Source: an optimization exercise on an open RTL-to-GDS flow (aim: small area, a short achievable clock period and few clock cycles per item). Production flows keep margins and buffers that such runs may drop. In this exercise RTL edits were held to simulation tests only and were not proved equivalent to the original. Power is estimated from default activity; no workload was simulated.

<file path="design/flow/run.sh">
#!/bin/bash
# synth_recipe.tcl (not shown) runs the flow's synth.tcl, then flattens the netlist and writes it again
# the make line also repeats each setting of config.mk as NAME=value (left out here)
make -C /OpenROAD-flow-scripts/flow DESIGN_CONFIG=/design/flow/config.mk WORK_HOME=/design/flow/orfs CLKGATE_MAP_FILE= SYNTH_SCRIPT=/design/flow/synth_recipe.tcl finish
</file>
<file path="design/flow/config.mk">
export PLATFORM = sky130hd
export DESIGN_NAME = rv_core_top
export DESIGN_NICKNAME = rv_core_top
export VERILOG_FILES = /design/flow/design.v
export SDC_FILE = /design/flow/constraint.sdc
export NUM_CORES = 4
export LEC_CHECK = 0
export ABC_AREA = 1
export CAP_MARGIN = 20
export CORE_MARGIN = 2
export CORE_UTILIZATION = 50
export SETUP_SLACK_MARGIN = 3.3
export SLEW_MARGIN = 20
</file>
<file path="design/flow/constraint.sdc">
create_clock -name core_clock -period 6.5 [get_ports {CLK}]
set_input_delay 1.3000 -clock core_clock [delete_from_list [all_inputs] [get_ports {CLK}]]
set_output_delay 1.3000 -clock core_clock [all_outputs]
set_load 0.01 [all_outputs]
</file>
<file path="design/flow/design.v">
package rv_pkg;
	parameter int XLEN   = 32;
	parameter int REG_AW = 5;
	parameter logic [6:0] OP_R     = 7'b0110011;
	parameter logic [6:0] OP_IMM   = 7'b0010011;
	parameter logic [6:0] OP_LOAD  = 7'b0000011;
	parameter logic [6:0] OP_STORE = 7'b0100011;
	parameter logic [2:0] F3_ADD  = 3'b000;
	parameter logic [2:0] F3_SLL  = 3'b001;
	parameter logic [2:0] F3_SLT  = 3'b010;
	parameter logic [2:0] F3_SLTU = 3'b011;
	parameter logic [2:0] F3_XOR  = 3'b100;
	parameter logic [2:0] F3_SR   = 3'b101;
	parameter logic [2:0] F3_OR   = 3'b110;
	parameter logic [2:0] F3_AND  = 3'b111;
	typedef enum logic [3:0] {
		ALU_ADD  = 4'd0,
		ALU_SUB  = 4'd1,
		ALU_SLL  = 4'd2,
		ALU_SLT  = 4'd3,
		ALU_SLTU = 4'd4,
		ALU_XOR  = 4'd5,
		ALU_SRL  = 4'd6,
		ALU_SRA  = 4'd7,
		ALU_OR   = 4'd8,
		ALU_AND  = 4'd9
	} alu_op_e;
endpackage
`timescale 1ns/1ps
import rv_pkg::*;
module rv_alu (
	input  logic [2:0]      f3,
	input  logic            sub,      
	input  logic            alt,      
	input  logic [XLEN-1:0] a,
	input  logic [XLEN-1:0] b,
	output logic [XLEN-1:0] result
);
	logic [XLEN-1:0] bx;
	logic [XLEN-1:0] sum;
	logic            cout;
	logic            lt_s;
	logic            lt_u;
	logic            fill;
	logic [XLEN-1:0] a_rev;
	logic [XLEN-1:0] sh_in;
	logic [XLEN-1:0] shr;
	logic [XLEN-1:0] shl;
	logic [XLEN-1:0] lg;
	logic            t1;
	logic            t3;
	logic            s_add;
	logic            s_sll;
	logic            s_slt;
	logic            s_sltu;
	logic            s_sr;
	logic            s_lg;
	assign bx = b ^ {XLEN{sub}};
	assign {cout, sum} = {1'b0, a} + {1'b0, bx} + {{XLEN{1'b0}}, sub};
	assign lt_u = !cout;
	assign lt_s = (a[XLEN-1] ^ b[XLEN-1]) ? a[XLEN-1] : sum[XLEN-1];
	always_comb begin
		for (int i = 0; i < XLEN; i++)
			a_rev[i] = a[XLEN-1-i];
	end
	assign fill  = alt && a[XLEN-1];
	assign sh_in = f3[2] ? a : a_rev;
	assign shr   = XLEN'($signed({fill, sh_in}) >>> b[4:0]);
	always_comb begin
		for (int i = 0; i < XLEN; i++)
			shl[i] = shr[XLEN-1-i];
	end
	assign t1 = !(f3[1] && f3[0]);
	assign t3 = f3[1];
	always_comb begin
		for (int i = 0; i < XLEN; i++)
			lg[i] = a[i] ? (b[i] ? t3 : t1) : (b[i] ? t1 : 1'b0);
	end
	assign s_add  = (f3 == F3_ADD);
	assign s_sll  = (f3 == F3_SLL);
	assign s_slt  = (f3 == F3_SLT);
	assign s_sltu = (f3 == F3_SLTU);
	assign s_sr   = (f3 == F3_SR);
	assign s_lg   = f3[2] && (f3[1] || !f3[0]);
	assign result = ({XLEN{s_add}} & sum) | ({XLEN{s_sll}} & shl) | ({XLEN{s_sr}} & shr)
		| ({XLEN{s_lg}} & lg) | {{(XLEN-1){1'b0}}, (s_slt && lt_s) || (s_sltu && lt_u)};
endmodule
`timescale 1ns/1ps
import rv_pkg::*;
module rv_fetch #(
	parameter int IMEM_AW = 12
) (
	input  logic               CLK,
	input  logic               RSTn,
	input  logic               stall,
	output logic [IMEM_AW-1:0] i_mem_addr,
	output logic [31:0]        num_inst
);
	logic [IMEM_AW-3:0] pc;
	logic               e_valid;
	logic               w_valid;
	logic [31:0]        inc;
	logic [3:0]         blk;
	always_comb begin
		blk[0] = w_valid;
		for (int k = 1; k < 4; k++)
			blk[k] = blk[k-1] && (&num_inst[8*k-8 +: 8]);
		for (int k = 0; k < 4; k++) begin
			inc[8*k] = blk[k];
			for (int i = 1; i < 8; i++)
				inc[8*k+i] = inc[8*k+i-1] && num_inst[8*k+i-1];
		end
	end
	always_ff @(posedge CLK) begin
		if (RSTn) begin
			pc       <= '0;
			e_valid  <= 1'b0;
			w_valid  <= 1'b0;
			num_inst <= '0;
		end else begin
			pc       <= pc + {{(IMEM_AW-3){1'b0}}, !stall};
			e_valid  <= !stall;
			w_valid  <= e_valid;
			num_inst <= num_inst ^ inc;
		end
	end
	assign i_mem_addr = {pc, 2'b00};
endmodule
`timescale 1ns/1ps
import rv_pkg::*;
module rv_decode (
	input  logic              CLK,
	input  logic              RSTn,
	input  logic [XLEN-1:0]   instr,
	input  logic [XLEN-1:0]   rf_rd1,
	input  logic [XLEN-1:0]   rf_rd2,
	output logic [REG_AW-1:0] rf_ra1,
	output logic [REG_AW-1:0] rf_ra2,
	input  logic [XLEN-1:0]   e_fwd,
	input  logic [XLEN-1:0]   d_mem_rdata,
	input  logic              w_we,
	input  logic [REG_AW-1:0] w_rd,
	input  logic [XLEN-1:0]   w_fwd,
	output logic              stall,
	output logic [XLEN-1:0]   e_a,
	output logic [XLEN-1:0]   e_b,
	output logic [13:0]       e_ea,
	output logic [2:0]        e_f3,
	output logic              e_sub,
	output logic              e_alt,
	output logic              e_load,
	output logic              e_store,
	output logic              e_we,
	output logic [REG_AW-1:0] e_rd
);
	logic              is_alu;
	logic              is_r;
	logic              is_load;
	logic              is_store;
	logic [2:0]        f3;
	logic [REG_AW-1:0] rd;
	logic              hit_e1;
	logic              hit_e2;
	logic [XLEN-1:0]   rf_w1;
	logic [XLEN-1:0]   rf_w2;
	logic [13:0]       base;
	logic [13:0]       off;
	assign is_alu   = instr[4];
	assign is_r     = instr[4] && instr[5];
	assign is_load  = !instr[4] && !instr[5];
	assign is_store = !instr[4] && instr[5];
	assign f3       = instr[14:12];
	assign rd       = instr[11:7];
	assign rf_ra1   = instr[19:15];
	assign rf_ra2   = instr[24:20];
	assign hit_e1 = e_we && e_rd == rf_ra1;
	assign hit_e2 = e_we && e_rd == rf_ra2;
	assign rf_w1 = (w_we && w_rd == rf_ra1) ? w_fwd : rf_rd1;
	assign rf_w2 = (w_we && w_rd == rf_ra2) ? w_fwd : rf_rd2;
	assign base  = (hit_e1 && e_load) ? d_mem_rdata[13:0] : rf_w1[13:0];
	assign stall = !instr[4] && hit_e1 && !e_load;
	assign off = {{2{instr[31]}}, instr[31:25], is_store ? instr[11:7] : instr[24:20]};
	always_ff @(posedge CLK) begin
		if (RSTn) begin
			e_we    <= 1'b0;
			e_store <= 1'b0;
		end else begin
			e_we    <= (is_alu || is_load) && (rd != '0) && !stall;
			e_store <= is_store && !stall;
		end
	end
	always_ff @(posedge CLK) begin
		e_a     <= hit_e1 ? e_fwd : rf_w1;
		if (!instr[5])
			e_b <= {{20{instr[31]}}, instr[31:20]};
		else
			e_b <= hit_e2 ? e_fwd : rf_w2;
		e_ea    <= base + off;
		e_f3    <= f3;
		e_sub   <= (is_r && f3 == F3_ADD && instr[30]) || (f3 == F3_SLT) || (f3 == F3_SLTU);
		e_alt   <= instr[30];
		e_load  <= is_load;
		e_rd    <= rd;
	end
endmodule
`timescale 1ns/1ps
import rv_pkg::*;
module rv_execute #(
	parameter int DMEM_AW = 12
) (
	input  logic [XLEN-1:0]    e_a,
	input  logic [XLEN-1:0]    e_b,
	input  logic [13:0]        e_ea,
	input  logic [2:0]         e_f3,
	input  logic               e_sub,
	input  logic               e_alt,
	input  logic               e_load,
	input  logic               e_store,
	input  logic [XLEN-1:0]    d_mem_rdata,
	output logic [DMEM_AW-1:0] d_mem_addr,
	output logic [XLEN-1:0]    d_mem_wdata,
	output logic               d_mem_we,
	output logic [XLEN-1:0]    alu_y,
	output logic [XLEN-1:0]    e_out
);
	rv_alu u_alu (
		.f3     (e_f3),
		.sub    (e_sub),
		.alt    (e_alt),
		.a      (e_a),
		.b      (e_b),
		.result (alu_y)
	);
	assign d_mem_addr  = e_ea[DMEM_AW+1:2];
	assign d_mem_wdata = e_b;
	assign d_mem_we    = e_store;
	assign e_out = e_load ? d_mem_rdata : alu_y;
endmodule
`timescale 1ns/1ps
import rv_pkg::*;
module rv_mem_wb (
	input  logic              CLK,
	input  logic              RSTn,
	input  logic              e_we,
	input  logic [REG_AW-1:0] e_rd,
	input  logic [XLEN-1:0]   e_out,
	output logic              rf_we,
	output logic [REG_AW-1:0] rf_wa,
	output logic [XLEN-1:0]   rf_wd
);
	always_ff @(posedge CLK) begin
		if (RSTn)
			rf_we <= 1'b0;
		else
			rf_we <= e_we;
	end
	always_ff @(posedge CLK) begin
		rf_wa <= e_rd;
		rf_wd <= e_out;
	end
endmodule
`timescale 1ns/1ps
import rv_pkg::*;
module rv_core_top #(
	parameter int IMEM_AW = 12,
	parameter int DMEM_AW = 12
) (
	input  logic               CLK,
	input  logic               RSTn,
	output logic [IMEM_AW-1:0] i_mem_addr,
	input  logic [XLEN-1:0]    i_mem_rdata,
	output logic [REG_AW-1:0]  rf_ra1,
	output logic [REG_AW-1:0]  rf_ra2,
	input  logic [XLEN-1:0]    rf_rd1,
	input  logic [XLEN-1:0]    rf_rd2,
	output logic               rf_we,
	output logic [REG_AW-1:0]  rf_wa,
	output logic [XLEN-1:0]    rf_wd,
	output logic [DMEM_AW-1:0] d_mem_addr,
	output logic [XLEN-1:0]    d_mem_wdata,
	output logic               d_mem_we,
	input  logic [XLEN-1:0]    d_mem_rdata,
	output logic [31:0]        num_inst
);
	logic [XLEN-1:0]   e_a;
	logic [XLEN-1:0]   e_b;
	logic [13:0]       e_ea;
	logic              stall;
	logic [2:0]        e_f3;
	logic              e_sub;
	logic              e_alt;
	logic              e_load;
	logic              e_store;
	logic              e_we;
	logic [REG_AW-1:0] e_rd;
	logic [XLEN-1:0]   e_out;
	rv_fetch #(.IMEM_AW(IMEM_AW)) u_fetch (
		.CLK        (CLK),
		.RSTn       (RSTn),
		.stall      (stall),
		.i_mem_addr (i_mem_addr),
		.num_inst   (num_inst)
	);
	rv_decode u_decode (
		.CLK     (CLK),
		.RSTn    (RSTn),
		.instr   (i_mem_rdata),
		.rf_rd1  (rf_rd1),
		.rf_rd2  (rf_rd2),
		.rf_ra1  (rf_ra1),
		.rf_ra2  (rf_ra2),
		.e_fwd   (e_out),
		.d_mem_rdata (d_mem_rdata),
		.stall   (stall),
		.w_we    (rf_we),
		.w_rd    (rf_wa),
		.w_fwd   (rf_wd),
		.e_a     (e_a),
		.e_b     (e_b),
		.e_ea    (e_ea),
		.e_f3    (e_f3),
		.e_sub   (e_sub),
		.e_alt   (e_alt),
		.e_load  (e_load),
		.e_store (e_store),
		.e_we    (e_we),
		.e_rd    (e_rd)
	);
	rv_execute #(.DMEM_AW(DMEM_AW)) u_execute (
		.e_a         (e_a),
		.e_b         (e_b),
		.e_ea        (e_ea),
		.e_f3        (e_f3),
		.e_sub       (e_sub),
		.e_alt       (e_alt),
		.e_load      (e_load),
		.e_store     (e_store),
		.d_mem_rdata (d_mem_rdata),
		.d_mem_addr  (d_mem_addr),
		.d_mem_wdata (d_mem_wdata),
		.d_mem_we    (d_mem_we),
		.alu_y       (),
		.e_out       (e_out)
	);
	rv_mem_wb u_mem_wb (
		.CLK   (CLK),
		.RSTn  (RSTn),
		.e_we  (e_we),
		.e_rd  (e_rd),
		.e_out (e_out),
		.rf_we (rf_we),
		.rf_wa (rf_wa),
		.rf_wd (rf_wd)
	);
endmodule
</file>
==> qor_table.md, run 1 <==
| Item | Value | Unit |
|---|---|---|
| First-pass iteration count of the detailed router | 6 | - |
| Synth async-reset ratio | 0 | - |
| Count of yosys warnings during synthesis | 4 | - |
| Power density over the cells | 212 | mW/mm2 |
| Portion of the post-synthesis area used by sequential elements | 0.251 | - |
| # IOs | 267 | - |
| Die Outline Area | 0.0286 | mm2 |
| Wire length of the first global-routing pass | 97300 | um |
| Top cells by area, synth | dfxtp_1, nand2_1, nand3_1 | - |
| Slew @ Worst Pin | 0.840 | ns |
| Leading area contributor after synthesis | dfxtp_1 | - |
| Vert. Die Dim | 169 | um |
| Worst hold slack after final layout | 0.356 | ns |
| Cell count after synthesis | 2220 | - |
| Most frequent cells after synthesis | nand2_1, nand3_1, inv_1 | - |
| Outcome | timing/DRC/antenna clean | - |
| Maximum level of the CTS H-tree | 4 | - |
| Maximum VDD drop | 0.165 | mV |
| Overflow left after global routing | 0 | - |
| Flop and latch count out of synthesis | 171 | - |
| Switching part of the total | 0.415 | - |
| Worst-Skew Late Latency | 0.45 | ns |
| Largest net degree at the start of global routing | 65 | - |
| Cell-by-cell trace of the critical path | buf_8 > buf_4 > o21ai_0 > nor3_1 > nand2_2 > inv_4 > buf_12 > nand2_4 > mux2_4 > ha_4 > nand2_4 > nor3_2 > nand3_1 > nand2_2 > nand3_2 > nand2_2 > nand2_1 > nand2_1 | - |
| TritonCTS clock tree | built | - |
| Starting density of the core | 0.507 | - |
| Final clock period utilization by the worst path | 0.544 | - |
| Leakage power | 8.59 | nW |
| TritonCTS Buffers | 17 | - |
| Drt drc | 0 | - |
| Critical-path top delay cell | mux2_4 | - |
| Crit-path max cell delay | 0.36 | ns |
| Setup Crit Path Kind | in -> reg | - |
| CTS clock-pin slew for the worst setup and hold paths | 0.07 | ns |
| Via count of the first global-routing pass | 16496 | - |
| Unrepaired setup endpoints after global routing | yes | - |
| # port buffers | 259 | - |
| Routed Antenna Nets | 0 | - |
| Final setup skew | 0.0147 | ns |
| Drt via density | 6.33 | - |
| Antenna violations before repair | 0 | - |
| Cell Count, Final, Fillers Out | 2824 | - |
| Post-Syn Area | 0.0136 | mm2 |
| Critical path capture point type | register | - |
| Post-synth top area share | 0.251 | - |
| Library cells used by synthesis | 43 | - |
| Combined global-route utilization of all metal layers | 0.451 | - |
| Cell count after placement | 2724 | - |
| Clock Sink Count | 171 | - |
| Routed WL | 69100 | um |
| Deepest clock path buffer count | 2 | - |
| Sequential group share of total power | 0.329 | - |
| Total net switching power | 0.00162 | W |
| Max capacitance violation total | 0 | - |
| Top achievable clock speed | 283 | MHz |
| Final Critical Period | 3.54 | ns |
| Maximum fanout along the worst path | 12 | - |
| Number of synthesized flops with an enable pin | 0 | - |
| Commonest register cell after synthesis | dfxtp_1 | - |
| Final slew viol count | 0 | - |
| Clock tree root buffer cell | clkbuf_16 | - |
| Setup tns final | 0 | ns |
| First DRT Iteration DRCs | 2838 | - |
| Crit-path most repeated cell | nand2_2 | - |
| Final RePlAce weighted congestion | 1.03 | - |
| Number of diodes | 0 | - |
| HP Class | reg -> reg | - |
| Final layout net count | 2682 | - |
| Clock Power Share | 0.265 | - |
| Required time worst endpoint | 6.88 | ns |
| Library cell with the highest instance count after synthesis | nand2_1 | - |
| CTS Hold Bufs | 0 | - |
| Total of endpoints with negative setup slack in the final report | 0 | - |
| Comb power frac | 0.406 | - |
| Cell Rows | 60 | - |
| Largest delay share family, worst path | simple AND/OR/NAND/NOR gates | - |
| Total core area | 0.0269 | mm2 |
| Fraction of final layout cells sized beyond drive strength 1 | 0.121 | - |
| Sort of element at the start of the critical path | primary input | - |
| DR vias | 17871 | - |
| Average wire per cell in the routed design | 24.5 | um |
| Arrival time reported for the critical path endpoint | 3.92 | ns |
| Area growth from synthesis to layout | 35.1 | % |
| Rel. slew slack | 0.437 | - |
| Cell internal pwr | 0.00229 | W |
| X dimension of the die | 169 | um |
| Final HPWL from detailed placement | 46700 | um |
| Post-Syn Area per Cell | 6.14 | um2 |
| Count of filler cells inserted in the layout | 2141 | - |
| Crit path buffers/inverters | 4 | - |
| Number of hold violations in the final report | 0 | - |
==> kinds of logic after synthesis <==
group | synth area share
buffers and inverters | 0.102
DFF | 0.251
other | 0.000275
and+or+nand+nor | 0.379
muxes | 0.00487
adders and majority gates | 0.0861
AOI/OAI and AO/OA | 0.144
xor gates and xnor gates | 0.0328
==> registers in the layout, summed over array words and instances, names as in the netlist, 3 cells and up <==
register          cells
u_decode.e_a         32
u_decode.e_b         32
u_fetch.num_inst     32
u_mem_wb.rf_wd       32
u_decode.e_ea        12
u_fetch.pc           10
u_decode.e_rd         5
u_mem_wb.rf_wa        5
u_decode.e_f3         3
==> power by group through the flow <==
stage          logic [W]  clock network, W  registers (W)
2_1_floorplan   0.000811                 0        0.00126
3_3_place_gp     0.00135                 0        0.00129
3_5_place_dp     0.00136                 0        0.00129
4_1_cts          0.00144           0.00102        0.00127
5_1_grt          0.00169           0.00106        0.00129
6_report         0.00159           0.00103        0.00129
==> through the flow <==
step | utilization | setup slack (ns) | total power (W) | area (um2)
after detailed placement | 0.609 | 1.65 | 0.00265 | 16400
after floorplan | - | 3.05 | 0.00207 | 13800
after global routing | 0.685 | 2.91 | 0.00404 | 18400
after CTS | 0.663 | 3.08 | 0.00373 | 17800
final | 0.685 | 2.96 | 0.00391 | 18400
after global placement | 0.609 | 1.69 | 0.00264 | 16400
==> what timing repair did <==
action / in CTS / in global routing
setup endpoints to repair: 99 / 67
resized for setup: 156 / 94
setup buffers: 30 / 23
pin swaps: 30 / 33
hold endpoints to repair: 0 / 0
gates cloned: 11 / 4
==> path summary, 6_finish.rpt <==
| path | from | to | slack, ns | depth (start not counted) |
|---|---|---|---|---|
| hold reg to reg | u_decode.e_rd[0] | u_mem_wb.rf_wa[0] | 0.36 | 0 |
| setup reg to reg | u_decode.e_sub | u_decode.e_b[13] | 3.34 | 16 |
| hold / removal | u_decode.e_rd[0] | u_mem_wb.rf_wa[0] | 0.36 | 0 |
| setup / recovery | i_mem_rdata[18] | u_decode.e_ea[11] | 2.96 | 18 |
==> per-layer routing <==
| layer | GRT usage | up-vias | part of all wire |
|---|---|---|---|
| met5 | 0 | - | 0 |
| met2 | 0.719 | 1456 | 0.44 |
| met1 | 0.541 | 8147 | 0.35 |
| li1 | - | 7864 | - |
| met3 | 0.112 | 404 | 0.13 |
| met4 | 0.294 | 0 | 0.087 |
==> placed cells by master, fill, tap and decap left out, drive strengths merged, types with 5 or more instances in the layout <==
master and count:
clkinv 12, nand4 36, a21oi 107, nor2 150, maj3 14, nor3 20
o21bai 6, a31oi 18, mux2 5, nand2 625, o22ai 21, clkbuf 20
buf 80, xor2 46, clkinvlp 12, dfxtp 171, inv 214, nor4 5
o21ai 173, nand3 335, or2 20, clkdlybuf4s15 5, dlygate4sd2 11, xnor2 5
ha 81, clkdlybuf4s50 237, nand3b 11, o211ai 15
==> area by class of cell <==
type	instances	area (um2)	share of cell area
Timing Repair inverter	4	28.8	0.00156
Timing Repair Buffer	340	3480	0.189
Multi-Input combinational cell	1716	9570	0.520
Clock inverter	14	151	0.00822
Sequential cell	171	3440	0.187
Tap cell	341	427	0.0232
Clock buffer	18	439	0.0239
Inverter	220	870	0.0472
Testbench counts, summed over its fixed seeds: cycles 4,853, instructions 4,800.
==> run 2: changes to the inputs <==
--- a/design/flow/config.mk
+++ b/design/flow/config.mk
@@ -10,4 +10,4 @@
 export CORE_MARGIN = 2
-export CORE_UTILIZATION = 50
-export SETUP_SLACK_MARGIN = 3.3
+export CORE_UTILIZATION = 30
+export SETUP_SLACK_MARGIN = 3.4
 export SLEW_MARGIN = 20
==> qor_table.md, run 2 <==
| Item | Value | Unit |
|---|---|---|
| Outcome | timing/DRC/antenna clean | - |
| Required time worst endpoint | 6.85 | ns |
| Drt via density | 5.40 | - |
| Top achievable clock speed | 288 | MHz |
| Total of endpoints with negative setup slack in the final report | 0 | - |
| Maximum level of the CTS H-tree | 4 | - |
| Met1 layer usage reported by global route | 0.366 | - |
| Final layout net count | 2695 | - |
| Starting density of the core | 0.302 | - |
| Vert. Die Dim | 217 | um |
| Clock tree root buffer cell | clkbuf_16 | - |
| Commonest register cell after synthesis | dfxtp_1 | - |
| Number of synthesized flops with an enable pin | 0 | - |
| DR vias | 16730 | - |
| Fraction of final layout cells sized beyond drive strength 1 | 0.119 | - |
| Combined global-route utilization of all metal layers | 0.286 | - |
| Via count of the first global-routing pass | 15997 | - |
| Post-synth top area share | 0.251 | - |
| Clock Sink Count | 171 | - |
| Leakage power | 8.65 | nW |
| Maximum fanout along the worst path | 6 | - |
| CTS Hold Bufs | 0 | - |
| Most frequent cells after synthesis | nand2_1, nand3_1, inv_1 | - |
| TritonCTS clock tree | built | - |
| Overflow left after global routing | 0 | - |
| X dimension of the die | 217 | um |
| Final RePlAce weighted congestion | 1.00 | - |
| Post-Syn Area | 0.0136 | mm2 |
| Met2 Resource Use GR | 0.450 | - |
| Largest net degree at the start of global routing | 65 | - |
| Final clock period utilization by the worst path | 0.534 | - |
| Flop and latch count out of synthesis | 171 | - |
| Average wire per cell in the routed design | 22.6 | um |
| Top cells by area, synth | dfxtp_1, nand2_1, nand3_1 | - |
| Die Outline Area | 0.0471 | mm2 |
| Unrepaired setup endpoints after global routing | yes | - |
| Library cell with the highest instance count after synthesis | nand2_1 | - |
| Area growth from synthesis to layout | 37.4 | % |
| # port buffers | 259 | - |
| Routed WL | 70000 | um |
| Final HPWL from detailed placement | 51900 | um |
| First DRT Iteration DRCs | 1832 | - |
| Utilization after layout | 0.415 | - |
| Library cells used by synthesis | 43 | - |
| First-pass iteration count of the detailed router | 6 | - |
| Cell Rows | 78 | - |
| Arrival time reported for the critical path endpoint | 3.82 | ns |
| Sort of element at the start of the critical path | primary input | - |
| Final slew viol count | 0 | - |
| Critical path capture point type | register | - |
| Total core area | 0.0451 | mm2 |
| Final setup skew | 0.0157 | ns |
| HP Class | reg -> reg | - |
| Portion of the post-synthesis area used by sequential elements | 0.251 | - |
| Drt drc | 0 | - |
| Wire length of the first global-routing pass | 101000 | um |
| Synth async-reset ratio | 0 | - |
| R2r setup slk | 3.47 | ns |
| Most frequent cells in the layout | nand2_1, nand3_1, clkdlybuf4s50_1 | - |
| Max capacitance violation total | 0 | - |
| Busiest grt layer | met2 | - |
| Maximum VDD drop | 0.154 | mV |
| Power density over the cells | 208 | mW/mm2 |
| Cell count after synthesis | 2220 | - |
| Count of yosys warnings during synthesis | 4 | - |
| Worst-Skew Late Latency | 0.46 | ns |
| Global routing usage on met3 | 0.0737 | - |
| Setup Crit Path Kind | in -> reg | - |
| Deepest clock path buffer count | 2 | - |
| Leading area contributor after synthesis | dfxtp_1 | - |
| Most common library cell in the layout ignoring fill and taps | nand2_1 | - |
| TritonCTS Buffers | 17 | - |
| Routed Antenna Nets | 0 | - |
| Number of hold violations in the final report | 0 | - |
| Antenna violations before repair | 4 | - |
| Rel. slew slack | 0.350 | - |
| Post-Syn Area per Cell | 6.14 | um2 |
| # IOs | 267 | - |
| Final Critical Period | 3.47 | ns |
| CTS clock-pin slew for the worst setup and hold paths | 0.08 | ns |
| Slew @ Worst Pin | 0.973 | ns |
| Setup tns final | 0 | ns |
-- run 2: cell types whose count changed in the layout (fill, tap and decap cells not counted), sizes merged, moves of 3 or more --
| cell | change |
|---|---|
| clkinvlp | -5 |
| dlygate4sd2 | -8 |
| clkdlybuf4s15 | +3 |
| buf | +21 |
-- run 2: worst max-delay path, cell delays in order --
cell and delay (ns):
buf_8 0.10, xor2_1 0.15, a211oi_2 0.27, nand3_4 0.24, buf_12 0.22, nand2_4 0.07
o21ai_4 0.06, mux2_4 0.28, ha_4 0.26, a21oi_1 0.13, o21ai_1 0.10, a21oi_1 0.19
nand2_2 0.13, buf_4 0.15, xor2_1 0.15
-- run 2: metrics by stage --
step / hold WS, ns / std cells / area (um2) / worst slack [ns] / total power [W]
after floorplan: 0.331 / 2221 / 13800 / 3.05 / 0.00207
after global placement: 0.340 / 2984 / 16700 / 1.82 / 0.00268
after detailed placement: 0.344 / 2984 / 16700 / 1.77 / 0.00268
after CTS: 0.366 / 3067 / 18200 / 3.10 / 0.00380
after global routing: 0.375 / 3097 / 18700 / 2.92 / 0.00408
final: 0.364 / 3097 / 18700 / 3.03 / 0.00390
-- run 2: power breakdown --
part	switching (W)	internal [W]	leakage, nW
clock network	0.000531	0.000523	0.292
registers	0.000152	0.00114	1.43
logic	0.000925	0.000623	6.93
-- run 2: worst paths after layout --
path	startpoint	end	cells after the start
hold reg to reg	u_decode.e_rd[0]	u_mem_wb.rf_wa[0]	0
setup / recovery	i_mem_rdata[18]	u_decode.e_ea[9]	15
hold / removal	u_decode.e_rd[0]	u_mem_wb.rf_wa[0]	0
setup reg to reg	u_decode.e_sub	u_decode.e_b[4]	14
-- run 2: what timing repair did --
item,in CTS,in global routing
cloned,9,3
endpoints found under the setup margin,125,86
pin swaps,25,38
gates resized for setup,172,90
setup buffers,42,25
-- run 2: per-layer routing --
metal,share of wire,routed length [um],vias up
met2,0.44,30500,826
met1,0.42,29100,7833
met5,0.00043,30,-
met3,0.099,6920,145
li1,-,-,7922
met4,0.050,3530,4
-- run 2: area by class of cell --
cell class	instances	area (um2)
Fill cell	4788	26400
Clock buffer	18	429
Timing Repair inverter	3	26.3
Tap cell	600	751
Timing Repair Buffer	356	3630
Multi-Input combinational cell	1714	9400
Antenna cell	1	2.50
Inverter	220	876
Clock inverter	14	170
Sequential cell	171	3440
-- run 2: cell families (layout without fill, tap and decap cells) --
family                     Yosys count  count (layout)  synth area share
AOI/OAI and AO/OA                  357             357             0.144
xor gates and xnor gates            51              51            0.0328
adders and majority gates           96              96            0.0861
buffers and inverters              337             611             0.102
DFF                                171             171             0.251
muxes                                6               6           0.00487
other                                1               3          0.000275
and+or+nand+nor                   1201            1202             0.379
==> run 3: changes to the inputs <==
--- a/design/flow/config.mk
+++ b/design/flow/config.mk
@@ -11,3 +11,4 @@
 export CORE_UTILIZATION = 30
-export SETUP_SLACK_MARGIN = 3.4
+export SETUP_SLACK_MARGIN = 3.2
 export SLEW_MARGIN = 20
+export TNS_END_PERCENT = 5
==> qor_table.md, run 3 <==
| Item | Value | Unit |
|---|---|---|
| Xor-xnor portion of the synthesized cell area | 0.0328 | - |
| Count of yosys warnings during synthesis | 4 | - |
| Area growth from synthesis to layout | 35.9 | % |
| Post-Synth Adder-Cell Area | 0.0861 | - |
| Routed Antenna Nets | 0 | - |
| Routed WL | 69900 | um |
| Multiplexer fraction of the synthesized cell area | 0.00487 | - |
| Leakage power | 8.52 | nW |
| Post-route cell area | 0.0185 | mm2 |
| First DRT Iteration DRCs | 1824 | - |
| Post-synth top area share | 0.251 | - |
| Average wire per cell in the routed design | 22.6 | um |
| Utilization after layout | 0.411 | - |
| TritonCTS Buffers | 17 | - |
| Critical-path top delay cell | clkdlybuf4s50_1 | - |
| Commonest register cell after synthesis | dfxtp_1 | - |
| Clock tree root buffer cell | clkbuf_16 | - |
| Count of filler cells inserted in the layout | 4836 | - |
| Final layout net count | 2686 | - |
| First-pass iteration count of the detailed router | 7 | - |
| Rel. slew slack | 0.392 | - |
| Most frequent cells after synthesis | nand2_1, nand3_1, inv_1 | - |
| Number of hold violations in the final report | 0 | - |
| Unrepaired setup endpoints after global routing | yes | - |
| Worst-Skew Late Latency | 0.45 | ns |
| Placed cell areas | 0.0166 | mm2 |
| Share of the synthesized area in compound gates (AO/OA/AOI/OAI) | 0.144 | - |
| Antenna violations before repair | 7 | - |
| Wire length of the first global-routing pass | 99400 | um |
| Crit-path max cell delay | 0.57 | ns |
| Drt drc | 0 | - |
| Library cells used by synthesis | 43 | - |
| Post-Place Worst Slack | 1.54 | ns |
| Overflow left after global routing | 0 | - |
| Final clock period utilization by the worst path | 0.531 | - |
| Die Outline Area | 0.0471 | mm2 |
| Setup tns final | 0 | ns |
| Fraction of final layout cells sized beyond drive strength 1 | 0.103 | - |
| Final HPWL from detailed placement | 51700 | um |
| HP Class | reg -> reg | - |
| Deepest clock path buffer count | 2 | - |
| Smallest setup slack after layout | 3.05 | ns |
| CTS clock-pin slew for the worst setup and hold paths | 0.07 | ns |
| Setup Crit Path Kind | in -> out | - |
| Critical path capture point type | output port | - |
| Post-Syn Area per Cell | 6.14 | um2 |
| Synth async-reset ratio | 0 | - |
| Sort of element at the start of the critical path | primary input | - |
| Combined global-route utilization of all metal layers | 0.284 | - |
| CTS Hold Bufs | 0 | - |
| Vert. Die Dim | 217 | um |
| Portion of the post-synthesis area used by sequential elements | 0.251 | - |
| Maximum level of the CTS H-tree | 4 | - |
| Drt via density | 5.40 | - |
| X dimension of the die | 217 | um |
| DR vias | 16661 | - |
| # port buffers | 259 | - |
| Maximum fanout along the worst path | 5 | - |
| Required time worst endpoint | 5.20 | ns |
| Arrival time reported for the critical path endpoint | 2.15 | ns |
| Largest net degree at the start of global routing | 65 | - |
| Cell-by-cell trace of the critical path | clkdlybuf4s15_2 > clkdlybuf4s50_1 | - |
| Final Critical Period | 3.45 | ns |
| Flop and latch count out of synthesis | 171 | - |
| Post-Synth Simple-Gate Area | 0.379 | - |
| Post-Syn Area | 0.0136 | mm2 |
| Final slew viol count | 0 | - |
| Crit path buffers/inverters | 2 | - |
| Library cell with the highest instance count after synthesis | nand2_1 | - |
| Power density over the cells | 209 | mW/mm2 |
| Most frequent cells in the layout | nand2_1, nand3_1, clkdlybuf4s50_1 | - |
| Via count of the first global-routing pass | 15826 | - |
| Slew @ Worst Pin | 0.910 | ns |
| Most common library cell in the layout ignoring fill and taps | nand2_1 | - |
| Total of endpoints with negative setup slack in the final report | 0 | - |
| Largest delay share family, worst path | buffers and inverters | - |
| Largest family of logic cells by synthesized area | simple AND/OR/NAND/NOR gates | - |
| Maximum VDD drop | 0.168 | mV |
| TritonCTS clock tree | built | - |
| Outcome | timing/DRC/antenna clean | - |
| Final setup skew | 0.00972 | ns |
| Number of synthesized flops with an enable pin | 0 | - |
| Starting density of the core | 0.302 | - |
| Final RePlAce weighted congestion | 0.967 | - |
| Max capacitance violation total | 0 | - |
| Top cells by area, synth | dfxtp_1, nand2_1, nand3_1 | - |
| Cell count after synthesis | 2220 | - |
| Leading area contributor after synthesis | dfxtp_1 | - |
| Cell Rows | 78 | - |
| Clock Sink Count | 171 | - |
| Total core area | 0.0451 | mm2 |
| # IOs | 267 | - |
| Top achievable clock speed | 290 | MHz |
[run 3: repair_timing]
item                       4_1_cts  5_1_grt
resized for setup              131       60
gates cloned                     6        8
setup endpoints to repair      106      113
pin swaps                       25       26
buffers inserted                26       31
[run 3: through the flow]
step,total power (W),hold WS [ns],std cells
floorplan,0.00207,0.331,2221
global placement,0.00268,0.366,2984
detailed placement,0.00268,0.368,2984
CTS,0.00379,0.376,3048
global route,0.00406,0.389,3087
finish,0.00387,0.382,3088
[run 3: cell families (layout without fill, tap and decap cells)]
| group | count (synthesis) | after routing |
|---|---|---|
| other | 1 | 3 |
| buffers and inverters | 337 | 601 |
| xor gates and xnor gates | 51 | 51 |
| AOI/OAI and AO/OA | 357 | 357 |
| and+or+nand+nor | 1201 | 1203 |
| adders and majority gates | 96 | 96 |
| DFF | 171 | 171 |
| muxes | 6 | 6 |
[run 3: per-layer routing]
| layer | track usage | vias to the layer above | routed length, um |
|---|---|---|---|
| met4 | 0.126 | 6 | 3070 |
| met3 | 0.0622 | 128 | 6730 |
| met5 | 0 | - | 39 |
| li1 | - | 7868 | - |
| met2 | 0.445 | 881 | 30800 |
| met1 | 0.373 | 7778 | 29300 |
[run 3: path summary, 6_finish.rpt]
check,start,endpoint,slack [ns],cells past startpoint
max reg2reg,u_decode.e_b[1],u_decode.e_b[0],3.28,23
min,u_decode.e_rd[0],u_mem_wb.rf_wa[0],0.38,0
max,i_mem_rdata[23],rf_ra2[3],3.05,2
min reg2reg,u_decode.e_rd[0],u_mem_wb.rf_wa[0],0.38,0
[run 3: power by group]
part	switching, W	internal, W
Sequential	0.000151	0.00114
Combinational	0.000915	0.000602
Clock	0.000509	0.000552
[run 3: cell type report]
type / count / area [um2] / area share
inverters: 220 / 865 / 0.0467
well taps: 600 / 751 / 0.0405
flip-flops and latches: 171 / 3430 / 0.185
diodes: 1 / 2.50 / 0.000135
clock inverters: 15 / 168 / 0.00906
repair buffers: 345 / 3540 / 0.191
clock buffers: 17 / 425 / 0.0230
repair inverters: 4 / 27.5 / 0.00149
multi-input cells: 1715 / 9300 / 0.502
==> run 4: changes to the inputs <==
--- a/design/flow/config.mk
+++ b/design/flow/config.mk
@@ -11,4 +11,3 @@
 export CORE_UTILIZATION = 30
-export SETUP_SLACK_MARGIN = 3.2
+export SETUP_SLACK_MARGIN = 3
 export SLEW_MARGIN = 20
-export TNS_END_PERCENT = 5
==> qor_table.md, run 4 <==
| Item | Value | Unit |
|---|---|---|
| Final slew viol count | 0 | - |
| Critical Path Source | i_mem_rdata[21] | - |
| Required time worst endpoint | 5.20 | ns |
| Final clock period utilization by the worst path | 0.531 | - |
| R2r setup slk | 3.14 | ns |
| # port buffers | 259 | - |
| Worst-Skew Late Latency | 0.46 | ns |
| Crit path buffers/inverters | 2 | - |
| Final Critical Period | 3.45 | ns |
| HP Class | reg -> reg | - |
| Max capacitance violation total | 0 | - |
| Met2 Resource Use GR | 0.455 | - |
| Setup tns final | 0 | ns |
| Final RePlAce weighted congestion | 1.01 | - |
| Via count of the first global-routing pass | 15468 | - |
| Busiest grt layer | met2 | - |
| Average wire per cell in the routed design | 22.7 | um |
| Global routing usage on met3 | 0.0758 | - |
| Number of synthesized flops with an enable pin | 0 | - |
| Largest net degree at the start of global routing | 65 | - |
| Worst reg2reg path endpoint | u_decode.e_b[0] | - |
| Met1 layer usage reported by global route | 0.364 | - |
| Vert. Die Dim | 217 | um |
| Worst hold slack after final layout | 0.353 | ns |
| # IOs | 267 | - |
| Arrival time reported for the critical path endpoint | 2.15 | ns |
| TritonCTS clock tree | built | - |
| Register-to-Register Path Depth | 21 | - |
| Top cells by area, synth | dfxtp_1, nand2_1, nand3_1 | - |
| Post-synth top area share | 0.251 | - |
| Combined global-route utilization of all metal layers | 0.284 | - |
| Crit-path max cell delay | 0.58 | ns |
| Most frequent cells after synthesis | nand2_1, nand3_1, inv_1 | - |
| Final layout net count | 2642 | - |
| Cell-by-cell trace of the critical path | clkdlybuf4s15_2 > clkdlybuf4s50_1 | - |
| Total core area | 0.0451 | mm2 |
| Largest delay share family, worst path | buffers and inverters | - |
| DR vias | 16418 | - |
| Final setup skew | 0.0203 | ns |
| Maximum VDD drop | 0.164 | mV |
| First DRT Iteration DRCs | 1597 | - |
| Area growth from synthesis to layout | 31.5 | % |
| Portion of the post-synthesis area used by sequential elements | 0.251 | - |
| Setup Crit Path Kind | in -> out | - |
| Most frequent cells in the layout | nand2_1, nand3_1, clkdlybuf4s50_1 | - |
| Critical R2R Launch | u_decode.e_b[0] | - |
| Clock Sink Count | 171 | - |
| Number of hold violations in the final report | 0 | - |
| Setup crit end | rf_ra2[1] | - |
| Post-Syn Area per Cell | 6.14 | um2 |
| Critical-path top delay cell | clkdlybuf4s50_1 | - |
| Critical path capture point type | output port | - |
| Drt via density | 5.39 | - |
| Slew @ Worst Pin | 0.958 | ns |
| Cell Rows | 78 | - |
| Sort of element at the start of the critical path | primary input | - |
| Clock tree root buffer cell | clkbuf_16 | - |
| Rel. slew slack | 0.360 | - |
| Cell count after synthesis | 2220 | - |
| Starting density of the core | 0.302 | - |
| Final HPWL from detailed placement | 52500 | um |
| Wire length of the first global-routing pass | 99300 | um |
| X dimension of the die | 217 | um |
| Overflow left after global routing | 0 | - |
| Antenna violations before repair | 7 | - |
| Flop and latch count out of synthesis | 171 | - |
| Leading area contributor after synthesis | dfxtp_1 | - |
| Power density over the cells | 211 | mW/mm2 |
| Post-Syn Area | 0.0136 | mm2 |
| TritonCTS Buffers | 17 | - |
| Fraction of final layout cells sized beyond drive strength 1 | 0.0745 | - |
| Library cells used by synthesis | 43 | - |
| First-pass iteration count of the detailed router | 6 | - |
| Maximum fanout along the worst path | 5 | - |
| Most common library cell in the layout ignoring fill and taps | nand2_1 | - |
| Routed WL | 69100 | um |
| Drt drc | 0 | - |
| Total of endpoints with negative setup slack in the final report | 0 | - |
| Maximum level of the CTS H-tree | 4 | - |
| Count of yosys warnings during synthesis | 4 | - |
| Count of filler cells inserted in the layout | 4853 | - |
| Routed Antenna Nets | 0 | - |
| Utilization after layout | 0.397 | - |
| Library cell with the highest instance count after synthesis | nand2_1 | - |
| Top achievable clock speed | 290 | MHz |
| Deepest clock path buffer count | 2 | - |
| Number of stages on the worst setup path | 2 | - |
| Leakage power | 8.28 | nW |
| Commonest register cell after synthesis | dfxtp_1 | - |
| CTS clock-pin slew for the worst setup and hold paths | 0.08 | ns |
| Die Outline Area | 0.0471 | mm2 |
| Synth async-reset ratio | 0 | - |
| Unrepaired setup endpoints after global routing | yes | - |
| Outcome | timing/DRC/antenna clean | - |
==> run 4: cell count changes in the layout (fill, tap and decap cells not counted), moves of 5 or more <==
cell	before	now
nand2_2	18	9
buf_4	65	31
nand2_1	601	614
inv_8	9	2
buf_12	12	7
inv_6	3	8
clkinvlp_4	11	5
==> run 4: metrics by stage <==
| step | setup WS [ns] | area (um2) | total power (W) | cells |
|---|---|---|---|---|
| finish | 3.05 | 17900 | 0.00378 | 3045 |
| global route | 2.93 | 17900 | 0.00397 | 3043 |
| CTS | 2.96 | 17700 | 0.00374 | 3037 |
| detailed placement | 1.51 | 16600 | 0.00268 | 2983 |
| global placement | 1.51 | 16600 | 0.00268 | 2983 |
| floorplan | 2.99 | 13700 | 0.00207 | 2221 |
==> run 4: cells by family after synthesis <==
family | share of synthesized area
AO/OA/AOI/OAI | 0.144
XOR/XNOR | 0.0328
adder cells (fa/ha/maj) | 0.0861
buffers and inverters | 0.102
flip-flops | 0.251
multiplexers | 0.00487
other | 0.000275
AND/OR/NAND/NOR | 0.379
==> run 4: area by class of cell <==
cell class	count	area, um2	share of cell area
clock inverter	14	146	0.00817
clock buffer	18	439	0.0245
timing repair inverter	1	7.51	0.000419
inverter	220	846	0.0472
sequential	171	3430	0.192
multi-input combinational	1713	9150	0.510
tap	600	751	0.0419
timing repair buffer	306	3140	0.175
antenna	2	5.00	0.000279
==> run 4: how the worst min path moves through the flow <==
stage	from	to	slack, ns	depth (start not counted)
final	u_decode.e_rd[0]	u_mem_wb.rf_wa[0]	0.35	0
after global placement	u_decode.e_rd[0]	u_mem_wb.rf_wa[0]	0.34	0
after floorplan	u_decode.e_rd[0]	u_mem_wb.rf_wa[0]	0.33	0
after global routing	u_decode.e_rd[0]	u_mem_wb.rf_wa[0]	0.37	0
after CTS	u_decode.e_rd[0]	u_mem_wb.rf_wa[0]	0.35	0
after detailed placement	u_decode.e_rd[0]	u_mem_wb.rf_wa[0]	0.34	0
==> run 4: power by group <==
part           switching, W  internal, W
logic              0.000885     0.000566
clock network      0.000504     0.000522
registers          0.000163      0.00114
total               0.00155      0.00223
==> run 4: what timing repair did <==
item | 4_1_cts | 5_1_grt
setup buffers | 18 | 3
endpoints found under the setup margin | 84 | 53
resized for setup | 92 | 37
cloned | 4 | 2
pin swaps | 20 | 13
hold buffers | 0 | 0
==> run 4: layer usage <==
metal  share of wire  wire length (um)
met1            0.42             29000
met2            0.44             30600
met5         0.00097                67
met3            0.10              6910
met4           0.037              2560
==> run 5: changes to the inputs <==
==> design/flow/flow/run.sh (new file) <==
#!/bin/bash
# The standard layout (standard.sh, the standard flow's own ORFS run) with one change:
# the buffer that global placement puts on every input and output port is
# the smallest plain buffer, sky130_fd_sc_hd__buf_1, instead of ORFS's
# default pick (a clkdlybuf4s50_1 delay cell). Every port still gets its
# own buffer. ORFS writes each step's full log under orfs/logs/; the make
# output goes to standard.log here.
set -euo pipefail
export BUFFER_PORTS_ARGS="-buffer_cell sky130_fd_sc_hd__buf_1"
bash standard.sh finish > standard.log 2>&1 || { tail -50 standard.log; exit 1; }
tail -5 standard.log
==> design/flow/standard.sh (new file) <==
#!/bin/bash
# synth_recipe.tcl (not shown) runs the flow's synth.tcl, then flattens the netlist and writes it again
# the make line also repeats each setting of config.mk as NAME=value (left out here)
make -C /OpenROAD-flow-scripts/flow DESIGN_CONFIG=/design/flow/config.mk WORK_HOME=/design/flow/orfs CLKGATE_MAP_FILE= SYNTH_SCRIPT=/design/flow/synth_recipe.tcl "${@:-finish}"
--- a/design/flow/config.mk
+++ b/design/flow/config.mk
@@ -11,3 +11,3 @@
 export CORE_UTILIZATION = 30
-export SETUP_SLACK_MARGIN = 3
+export SETUP_SLACK_MARGIN = 3.3
 export SLEW_MARGIN = 20
removed: design/flow/run.sh
==> qor_table.md, run 5 <==
| Item | Value | Unit |
|---|---|---|
| Outcome | timing/DRC/antenna clean | - |
| Sort of element at the start of the critical path | primary input | - |
| Starting density of the core | 0.302 | - |
| Slew @ Worst Pin | 1.02 | ns |
| Cell count after placement | 2982 | - |
| Arrival time reported for the critical path endpoint | 3.69 | ns |
| Most frequent cells after synthesis | nand2_1, nand3_1, inv_1 | - |
| Via count of the first global-routing pass | 15503 | - |
| Final HPWL from detailed placement | 51100 | um |
| Startpoint of the lowest-slack hold path | u_decode.e_rd[0] | - |
| Average wire per cell in the routed design | 22.2 | um |
| Portion of the post-synthesis area used by sequential elements | 0.251 | - |
| Fraction of final layout cells sized beyond drive strength 1 | 0.112 | - |
| Setup Crit Path Kind | in -> reg | - |
| Final RePlAce weighted congestion | 0.979 | - |
| Deepest clock path buffer count | 2 | - |
| First-pass iteration count of the detailed router | 5 | - |
| Worst reg2reg path endpoint | u_decode.e_b[17] | - |
| Cell Rows | 78 | - |
| Largest net degree at the start of global routing | 65 | - |
| Final slew viol count | 0 | - |
| Worst hold path stage count | 0 | - |
| Count of yosys warnings during synthesis | 4 | - |
| Critical path capture point type | register | - |
| Synth async-reset ratio | 0 | - |
| TritonCTS clock tree | built | - |
| Post-synth top area share | 0.251 | - |
| Maximum VDD drop | 0.220 | mV |
| Register-to-Register Path Depth | 12 | - |
| Utilization after layout | 0.378 | - |
| Total core area | 0.0451 | mm2 |
| Final setup skew | 0.0165 | ns |
| Vert. Die Dim | 217 | um |
| Leading area contributor after synthesis | dfxtp_1 | - |
| Unrepaired setup endpoints after global routing | yes | - |
| Most frequent cells in the layout | nand2_1, nand3_1, buf_1 | - |
| DR vias | 16940 | - |
| Cell count after synthesis | 2220 | - |
| Top achievable clock speed | 299 | MHz |
| Clock tree root buffer cell | clkbuf_16 | - |
| Maximum level of the CTS H-tree | 4 | - |
| Rel. slew slack | 0.320 | - |
| Post-Syn Area per Cell | 6.14 | um2 |
| Area growth from synthesis to layout | 25.2 | % |
| Cell Count, Final, Fillers Out | 3086 | - |
| Library cells used by synthesis | 43 | - |
| Antenna violations before repair | 5 | - |
| Routed Antenna Nets | 0 | - |
| Final layout net count | 2684 | - |
| Most common library cell in the layout ignoring fill and taps | nand2_1 | - |
| Routed WL | 68600 | um |
| Clock Sink Count | 171 | - |
| Wire length of the first global-routing pass | 96800 | um |
| # port buffers | 259 | - |
| HP Class | reg -> reg | - |
| Overflow left after global routing | 0 | - |
| Number of hold violations in the final report | 0 | - |
| Critical R2R Launch | u_decode.e_a[16] | - |
| Leakage power | 7.84 | nW |
| Total of endpoints with negative setup slack in the final report | 0 | - |
| Drt via density | 5.49 | - |
| Power density over the cells | 217 | mW/mm2 |
| Final clock period utilization by the worst path | 0.514 | - |
| Top cells by area, synth | dfxtp_1, nand2_1, nand3_1 | - |
| First DRT Iteration DRCs | 1704 | - |
| Worst-Skew Late Latency | 0.46 | ns |
| Post-Syn Area | 0.0136 | mm2 |
| Commonest register cell after synthesis | dfxtp_1 | - |
| Flop and latch count out of synthesis | 171 | - |
| Sink of the worst hold path | u_mem_wb.rf_wa[0] | - |
| Combined global-route utilization of all metal layers | 0.274 | - |
| X dimension of the die | 217 | um |
| Number of synthesized flops with an enable pin | 0 | - |
| Required time worst endpoint | 6.85 | ns |
| CTS Hold Bufs | 0 | - |
| R2r setup slk | 3.37 | ns |
| Library cell with the highest instance count after synthesis | nand2_1 | - |
| Die Outline Area | 0.0471 | mm2 |
| CTS clock-pin slew for the worst setup and hold paths | 0.07 | ns |
| Drt drc | 0 | - |
| Final Critical Period | 3.34 | ns |
| # IOs | 267 | - |
| TritonCTS Buffers | 17 | - |
| Maximum fanout along the worst path | 6 | - |
| Max capacitance violation total | 0 | - |
| Setup tns final | 0 | ns |
-- run 5: cell count changes in the layout (fill, tap and decap cells not counted), moves of 11 or more --
cell             change
o21ai_0             -11
nand2_1             -22
buf_4               +28
clkdlybuf4s50_1    -246
buf_1              +253
nand2_2             +17
-- run 5: cell families (layout without fill, tap and decap cells) --
logic type / Yosys count / in the layout / synth area share
flops: 171 / 171 / 0.251
other cells: 1 / 3 / 0.000275
buf+inv: 337 / 599 / 0.102
compound gates: 357 / 357 / 0.144
fa+ha+maj: 96 / 96 / 0.0861
simple gates: 1201 / 1203 / 0.379
mux: 6 / 6 / 0.00487
xor+xnor: 51 / 51 / 0.0328
-- run 5: repair_timing --
action	in CTS	in global routing
hold endpoints to repair	0	0
pin swaps	21	45
gates resized for setup	88	111
gates cloned	6	9
buffers inserted	22	34
endpoints found under the setup margin	118	69
-- run 5: how the worst max path moves through the flow --
stage / cells past startpoint / endpoint / slack, ns / from
after floorplan: 15 / u_decode.e_ea[11] / 3.05 / i_mem_rdata[18]
after global placement: 19 / u_decode.e_ea[12] / 1.90 / i_mem_rdata[18]
after detailed placement: 18 / u_decode.e_ea[8] / 1.88 / i_mem_rdata[18]
after CTS: 17 / u_decode.e_ea[12] / 3.12 / i_mem_rdata[18]
after global routing: 17 / u_decode.e_ea[11] / 3.03 / i_mem_rdata[18]
final: 16 / u_decode.e_ea[11] / 3.16 / i_mem_rdata[18]
-- run 5: power by group --
group | switching, W | total, W | internal (W)
clock network | 0.000487 | 0.00103 | 0.000544
logic | 0.000919 | 0.00139 | 0.000470
registers | 0.000149 | 0.00129 | 0.00114
total | 0.00155 | 0.00371 | 0.00215
-- run 5: critical path, stage by stage --
cell and delay [ns]:
buf_8 0.11, xor2_1 0.15, a211oi_2 0.25, nand3_2 0.18
buf_12 0.19, nand2_4 0.06, o21ai_4 0.05, mux2_4 0.28
ha_4 0.29, nand4_1 0.14, nor3_2 0.20, nand3_1 0.11
nand2_2 0.14, nand3_2 0.10, nand3_2 0.07, nand2_1 0.05
-- run 5: layer usage --
| layer | up-vias | routed length (um) | global-route usage |
|---|---|---|---|
| met5 | - | 34 | 0 |
| met4 | 6 | 3380 | 0.121 |
| met3 | 158 | 6700 | 0.0569 |
| met2 | 904 | 30300 | 0.434 |
| met1 | 8005 | 28300 | 0.358 |
| li1 | 7867 | - | - |
-- run 5: through the flow --
| stage | total power [W] | setup slack [ns] | area, um2 | hold slack (ns) |
|---|---|---|---|---|
| detailed placement | 0.00254 | 1.88 | 15100 | 0.343 |
| floorplan | 0.00207 | 3.05 | 13800 | 0.331 |
| global placement | 0.00253 | 1.90 | 15000 | 0.340 |
| CTS | 0.00361 | 3.12 | 16200 | 0.356 |
| finish | 0.00371 | 3.16 | 17100 | 0.356 |
| global route | 0.00390 | 3.03 | 17100 | 0.361 |
-- run 5: final cells by class --
cell class / instances / area (um2)
clock buffer: 18 / 429
multi-input combinational: 1715 / 9460
sequential: 171 / 3440
inverter: 220 / 872
clock inverter: 14 / 150
antenna: 1 / 2.50
tap: 600 / 751
fill: 5001 / 28000
timing repair inverter: 5 / 33.8
timing repair buffer: 342 / 1920
==> run 6: changes to the inputs <==
--- a/design/flow/config.mk
+++ b/design/flow/config.mk
@@ -11,3 +11,3 @@
 export CORE_UTILIZATION = 30
-export SETUP_SLACK_MARGIN = 3.3
+export SETUP_SLACK_MARGIN = 2.8
 export SLEW_MARGIN = 20
==> qor_table.md, run 6 <==
| Item | Value | Unit |
|---|---|---|
| Outcome | timing/DRC/antenna clean | - |
| Starting density of the core | 0.302 | - |
| CTS clock-pin slew for the worst setup and hold paths | 0.07 | ns |
| TritonCTS clock tree | built | - |
| Most common library cell in the layout ignoring fill and taps | nand2_1 | - |
| Worst hold path stage count | 0 | - |
| Most frequent cells after synthesis | nand2_1, nand3_1, inv_1 | - |
| X dimension of the die | 217 | um |
| Cell internal pwr | 0.00207 | W |
| Deepest clock path buffer count | 2 | - |
| Combined flip-flop and latch cell area | 0.00343 | mm2 |
| Total core area | 0.0451 | mm2 |
| First-pass iteration count of the detailed router | 6 | - |
| Max capacitance violation total | 0 | - |
| Cell Rows | 78 | - |
| # port buffers | 259 | - |
| Total of endpoints with negative setup slack in the final report | 0 | - |
| Maximum fanout along the worst path | 45 | - |
| Antenna violations before repair | 3 | - |
| Setup tns final | 0 | ns |
| Rel. slew slack | 0.371 | - |
| Portion of the post-synthesis area used by sequential elements | 0.251 | - |
| Final slew viol count | 0 | - |
| Final RePlAce weighted congestion | 1.02 | - |
| Average wire per cell in the routed design | 21.1 | um |
| Maximum VDD drop | 0.174 | mV |
| Startpoint of the lowest-slack hold path | u_decode.e_rd[0] | - |
| Top achievable clock speed | 284 | MHz |
| CTS Hold Bufs | 0 | - |
| Comb power frac | 0.351 | - |
| Power density over the cells | 228 | mW/mm2 |
| R2r setup slk | 3.03 | ns |
| Flop and latch count out of synthesis | 171 | - |
| Number of synthesized flops with an enable pin | 0 | - |
| Final Critical Period | 3.52 | ns |
| Number of hold violations in the final report | 0 | - |
| Largest net degree at the start of global routing | 65 | - |
| HP Class | reg -> reg | - |
| Drt via density | 5.36 | - |
| Count of yosys warnings during synthesis | 4 | - |
| Wire length of the first global-routing pass | 93800 | um |
| Final HPWL from detailed placement | 50800 | um |
| Die Outline Area | 0.0471 | mm2 |
| Setup Crit Path Kind | in -> reg | - |
| Routed WL | 63800 | um |
| # IOs | 267 | - |
| Total net switching power | 0.00152 | W |
| Maximum level of the CTS H-tree | 4 | - |
| Post-Place Worst Slack | 1.81 | ns |
| Smallest setup slack after layout | 2.98 | ns |
| Critical R2R Launch | u_decode.e_b[0] | - |
| DR vias | 16196 | - |
| Area growth from synthesis to layout | 15.7 | % |
| Arrival time reported for the critical path endpoint | 3.87 | ns |
| Overflow left after global routing | 0 | - |
| Commonest register cell after synthesis | dfxtp_1 | - |
| Leading area contributor after synthesis | dfxtp_1 | - |
| Most frequent cells in the layout | nand2_1, nand3_1, buf_1 | - |
| Sequential group share of total power | 0.357 | - |
| Library cells used by synthesis | 43 | - |
| Multi-input logic area | 0.00894 | mm2 |
| Final clock period utilization by the worst path | 0.541 | - |
| TritonCTS Buffers | 17 | - |
| Fraction of final layout cells sized beyond drive strength 1 | 0.0512 | - |
| Combined global-route utilization of all metal layers | 0.265 | - |
| Via count of the first global-routing pass | 15494 | - |
| Unrepaired setup endpoints after global routing | no | - |
| Drt drc | 0 | - |
| Final layout net count | 2619 | - |
| Cell count after synthesis | 2220 | - |
| Switching part of the total | 0.425 | - |
| Register-to-Register Path Depth | 20 | - |
| Routed Antenna Nets | 0 | - |
| Worst reg2reg path endpoint | u_decode.e_b[10] | - |
| Top cells by area, synth | dfxtp_1, nand2_1, nand3_1 | - |
| Leakage power | 7.37 | nW |
| Sort of element at the start of the critical path | primary input | - |
| Required time worst endpoint | 6.85 | ns |
| Cell count after placement | 2982 | - |
| First DRT Iteration DRCs | 1836 | - |
| Synth async-reset ratio | 0 | - |
| Library cell with the highest instance count after synthesis | nand2_1 | - |
| Slew @ Worst Pin | 0.944 | ns |
| Critical path capture point type | register | - |
| Post-synth top area share | 0.251 | - |
| Vert. Die Dim | 217 | um |
| Final setup skew | 0.0135 | ns |
| Clock Power Share | 0.292 | - |
| Clock Sink Count | 171 | - |
| Post-Syn Area per Cell | 6.14 | um2 |
| Clock tree root buffer cell | clkbuf_16 | - |
| Count of filler cells inserted in the layout | 5099 | - |
| Worst-Skew Late Latency | 0.46 | ns |
| Cell Count, Final, Fillers Out | 3021 | - |
| Post-Syn Area | 0.0136 | mm2 |
| Sink of the worst hold path | u_mem_wb.rf_wa[0] | - |
==> run 6: changes by cell type in the layout (fill, tap and decap cells not counted), moves of 7 or more <==
cell        delta
o21ai_2        -8
clkinvlp_4     -8
ha_4           -8
o21ai_1        -9
ha_1          +10
nand2_1       +25
nand2_2       -20
inv_1          +8
o21ai_4        -8
buf_4         -38
nand3_2        -7
a21oi_1        +8
o21ai_0       +25
nand3_1        +7
==> run 6: worst max path at each step <==
stage                     cells past startpoint           endpoint  slack, ns             from
after floorplan                              13  u_decode.e_ea[10]       2.81  i_mem_rdata[18]
after global placement                       19  u_decode.e_ea[12]       1.81  i_mem_rdata[17]
after detailed placement                     18   u_decode.e_ea[8]       1.81  i_mem_rdata[17]
after CTS                                    17  u_decode.e_ea[11]       2.82  i_mem_rdata[17]
after global routing                         17  u_decode.e_ea[13]       2.77  i_mem_rdata[18]
final                                        16  u_decode.e_ea[11]       2.98  i_mem_rdata[18]
==> run 6: cells by family after synthesis <==
logic type / count (synthesis) / share of synthesized area
xor+xnor: 51 / 0.0328
simple gates: 1201 / 0.379
other cells: 1 / 0.000275
fa+ha+maj: 96 / 0.0861
flops: 171 / 0.251
mux: 6 / 0.00487
compound gates: 357 / 0.144
buf+inv: 337 / 0.102
==> run 6: layout make-up <==
class                           instances  share of cell area
Sequential cell                       171               0.217
Tap cell                              600              0.0476
Clock inverter                         14             0.00896
Clock buffer                           18              0.0278
Multi-Input combinational cell       1713               0.567
Inverter                              220              0.0536
Timing Repair Buffer                  284              0.0777
Antenna cell                            1            0.000159
==> run 6: worst max-delay path, stage by stage <==
cell and delay (ns):
buf_1 0.12, xor2_1 0.18, a211oi_2 0.25, nand3_2 0.13, buf_12 0.21, nand2_1 0.07
o21ai_0 0.12, mux2_2 0.32, ha_2 0.38, nand4_1 0.11, nor3_1 0.16, nand3_1 0.12
nand2_2 0.15, nand3_1 0.10, nand3_1 0.08, nand2_1 0.05
==> run 6: per-layer routing <==
| layer | global-route usage | up-vias | part of all wire |
|---|---|---|---|
| li1 | - | 7728 | - |
| met1 | 0.333 | 7583 | 0.41 |
| met2 | 0.426 | 771 | 0.45 |
| met3 | 0.0755 | 112 | 0.11 |
| met4 | 0.106 | 2 | 0.036 |
| met5 | 0 | - | 0.00020 |
==> run 6: timing repair <==
action / in CTS / in global routing
endpoints found under the setup margin: 40 / 62
gates resized for setup: 10 / 37
pin swaps: 0 / 1
buffers inserted: 1 / 4
==> run 6: power by group through the flow <==
stage,combinational (W),clock (W),sequential [W]
final,0.00126,0.00105,0.00128
after global routing,0.00140,0.00110,0.00129
after CTS,0.00122,0.00106,0.00128
after detailed placement,0.00121,0,0.00130
after global placement,0.00121,0,0.00130
after floorplan,0.000799,0,0.00126
==> run 6: stage by stage <==
step                instance area, um2  hold slack [ns]   util  power, W
CTS                              15600            0.354  0.345   0.00356
global route                     15800            0.375  0.350   0.00379
global placement                 15000            0.341  0.332   0.00251
detailed placement               15000            0.340  0.332   0.00251
finish                           15800            0.355  0.350   0.00359
floorplan                        13600            0.331      -   0.00206
==> run 7: changes to the inputs <==
--- a/design/flow/config.mk
+++ b/design/flow/config.mk
@@ -11,3 +11,3 @@
 export CORE_UTILIZATION = 30
-export SETUP_SLACK_MARGIN = 2.8
+export SETUP_SLACK_MARGIN = 3
 export SLEW_MARGIN = 20
==> qor_table.md, run 7 <==
| Item | Value | Unit |
|---|---|---|
| Outcome | timing/DRC/antenna clean | - |
| Unrepaired setup endpoints after global routing | yes | - |
| First DRT Iteration DRCs | 1349 | - |
| Final slew viol count | 0 | - |
| Cell Rows | 78 | - |
| Count of yosys warnings during synthesis | 4 | - |
| Post-Syn Area | 0.0136 | mm2 |
| Sort of element at the start of the critical path | primary input | - |
| # port buffers | 259 | - |
| TritonCTS Buffers | 17 | - |
| Xor-xnor portion of the synthesized cell area | 0.0328 | - |
| Post-Synth Adder-Cell Area | 0.0861 | - |
| Worst hold path stage count | 0 | - |
| Number of synthesized flops with an enable pin | 0 | - |
| Cell count after synthesis | 2220 | - |
| Drt via density | 5.34 | - |
| Library cells used by synthesis | 43 | - |
| Share of the synthesized area in compound gates (AO/OA/AOI/OAI) | 0.144 | - |
| Met1 routed wirelength after detailed routing | 28400 | um |
| Maximum VDD drop | 0.175 | mV |
| Final layout net count | 2622 | - |
| Comb power frac | 0.355 | - |
| Post-Syn Area per Cell | 6.14 | um2 |
| Leading area contributor after synthesis | dfxtp_1 | - |
| Rel. slew slack | 0.321 | - |
| Post-Synth Simple-Gate Area | 0.379 | - |
| Cell internal pwr | 0.00209 | W |
| First-pass iteration count of the detailed router | 5 | - |
| Arrival time reported for the critical path endpoint | 3.76 | ns |
| Total of endpoints with negative setup slack in the final report | 0 | - |
| Synth async-reset ratio | 0 | - |
| Required time worst endpoint | 6.85 | ns |
| Flop and latch count out of synthesis | 171 | - |
| Clock Sink Count | 171 | - |
| Deepest clock path buffer count | 2 | - |
| DR vias | 16154 | - |
| Maximum fanout along the worst path | 22 | - |
| Largest family of logic cells by synthesized area | simple AND/OR/NAND/NOR gates | - |
| Maximum level of the CTS H-tree | 4 | - |
| Routed wire length on met2 | 28700 | um |
| Max capacitance violation total | 0 | - |
| Register-to-Register Path Depth | 14 | - |
| Drt drc | 0 | - |
| Clock Power Share | 0.286 | - |
| TritonCTS clock tree | built | - |
| Starting density of the core | 0.302 | - |
| Multiplexer fraction of the synthesized cell area | 0.00487 | - |
| Final RePlAce weighted congestion | 1.00 | - |
| Placed cell areas | 0.0150 | mm2 |
| Average wire per cell in the routed design | 21.8 | um |
| Leakage power | 7.41 | nW |
| Area growth from synthesis to layout | 17.3 | % |
| Via count of the first global-routing pass | 15388 | - |
| Switching part of the total | 0.422 | - |
| Final Critical Period | 3.42 | ns |
| Clock tree root buffer cell | clkbuf_16 | - |
| Routed WL | 65800 | um |
| Fraction of final layout cells sized beyond drive strength 1 | 0.0607 | - |
| Top cells by area, synth | dfxtp_1, nand2_1, nand3_1 | - |
| Sequential group share of total power | 0.359 | - |
| Most common library cell in the layout ignoring fill and taps | nand2_1 | - |
| Number of hold violations in the final report | 0 | - |
| Library cell with the highest instance count after synthesis | nand2_1 | - |
| Commonest register cell after synthesis | dfxtp_1 | - |
| Wire length of the first global-routing pass | 95700 | um |
| Die Outline Area | 0.0471 | mm2 |
| # IOs | 267 | - |
| Total core area | 0.0451 | mm2 |
| Setup Crit Path Kind | in -> reg | - |
| Top layer used by detailed routing | met5 | - |
| X dimension of the die | 217 | um |
| Vert. Die Dim | 217 | um |
| Combined global-route utilization of all metal layers | 0.271 | - |
| Final clock period utilization by the worst path | 0.526 | - |
| Largest net degree at the start of global routing | 65 | - |
| HP Class | reg -> reg | - |
| Top achievable clock speed | 293 | MHz |
| Met3 wire len | 5770 | um |
| Worst-Skew Late Latency | 0.46 | ns |
| Post-synth top area share | 0.251 | - |
| Post-route cell area | 0.0160 | mm2 |
| CTS Hold Bufs | 0 | - |
| Final HPWL from detailed placement | 50700 | um |
| Most frequent cells in the layout | nand2_1, nand3_1, buf_1 | - |
| Final setup skew | 0.0236 | ns |
| Most frequent cells after synthesis | nand2_1, nand3_1, inv_1 | - |
| Slew @ Worst Pin | 1.02 | ns |
| CTS clock-pin slew for the worst setup and hold paths | 0.07 | ns |
| Power density over the cells | 226 | mW/mm2 |
| Antenna violations before repair | 6 | - |
| Overflow left after global routing | 0 | - |
| Critical path capture point type | register | - |
| Setup tns final | 0 | ns |
| Routed Antenna Nets | 0 | - |
| Total net switching power | 0.00152 | W |
| Portion of the post-synthesis area used by sequential elements | 0.251 | - |
run 7: cell counts after synthesis:
Identical to the previous run, type by type.
run 7: final timing paths:
check	start	end	slack, ns
setup / recovery	i_mem_rdata[18]	u_decode.e_ea[12]	3.08
hold / removal	u_decode.e_rd[0]	u_mem_wb.rf_wa[0]	0.36
setup reg to reg	u_decode.e_b[1]	u_decode.e_b[1]	3.19
hold reg to reg	u_decode.e_rd[0]	u_mem_wb.rf_wa[0]	0.36
run 7: layout make-up:
cell class / count / area, um2
Clock buffer: 19 / 453
Multi-Input combinational cell: 1713 / 9050
Sequential cell: 171 / 3430
Inverter: 220 / 861
Antenna cell: 1 / 2.50
Fill cell: 5007 / 29100
Timing Repair Buffer: 284 / 1270
Timing Repair inverter: 3 / 22.5
Tap cell: 600 / 751
Clock inverter: 13 / 146
run 7: stage by stage:
stage                     setup WS [ns]  hold slack [ns]  cells  total power (W)   util
after detailed placement           1.83            0.343   2981          0.00253  0.333
after global routing               2.95            0.361   3023          0.00381  0.354
after global placement             1.87            0.334   2981          0.00253  0.333
after floorplan                    2.99            0.331   2221          0.00207      -
final                              3.08            0.358   3024          0.00361  0.355
after CTS                          2.98            0.357   3016          0.00358  0.349
run 7: kinds of logic (layout without fill, tap and decap cells):
group | after synthesis | after routing
AOI/OAI and AO/OA | 357 | 357
xor gates and xnor gates | 51 | 51
adders and majority gates | 96 | 96
buffers and inverters | 337 | 539
DFF | 171 | 171
muxes | 6 | 6
other | 1 | 3
and+or+nand+nor | 1201 | 1201
run 7: timing repair:
| item | CTS | global route |
|---|---|---|
| cloned | 1 | 4 |
| endpoints found under the setup margin | 71 | 109 |
| pin swaps | 2 | 7 |
| buffers inserted | 2 | 3 |
| gates resized for setup | 30 | 45 |
run 7: power by group through the flow:
stage	Clock [W]	Combinational [W]	Sequential, W
5_1_grt	0.00109	0.00142	0.00130
3_3_place_gp	0	0.00122	0.00131
4_1_cts	0.00105	0.00124	0.00129
3_5_place_dp	0	0.00122	0.00131
6_report	0.00103	0.00128	0.00130
2_1_floorplan	0	0.000805	0.00126
run 7: per-layer routing:
layer	GRT usage	up-vias
li1	-	7746
met1	0.356	7511
met2	0.420	759
met3	0.0648	130
met4	0.121	8
met5	0	-
run 7: critical path, stage by stage:
cell and delay (ns):
clkbuf_2 0.13, xor2_1 0.18, a211oi_2 0.27, nand3_4 0.13, buf_12 0.17, o21ai_1 0.23, nand2_1 0.10, o21ai_2 0.11
ha_1 0.33, a21o_1 0.23, a21oi_1 0.13, nor2_1 0.07, a211oi_2 0.19, nand2_1 0.08, nand2_1 0.06, nand2_1 0.04

Check on run 7: ideal ports give 3.082 ns setup slack; a clkbuf_16 on the clock port and buf_2 on the inputs give 3.112 ns; moving port delays by the midpoint clock arrival (0.502 ns) as well gives 2.610 ns.
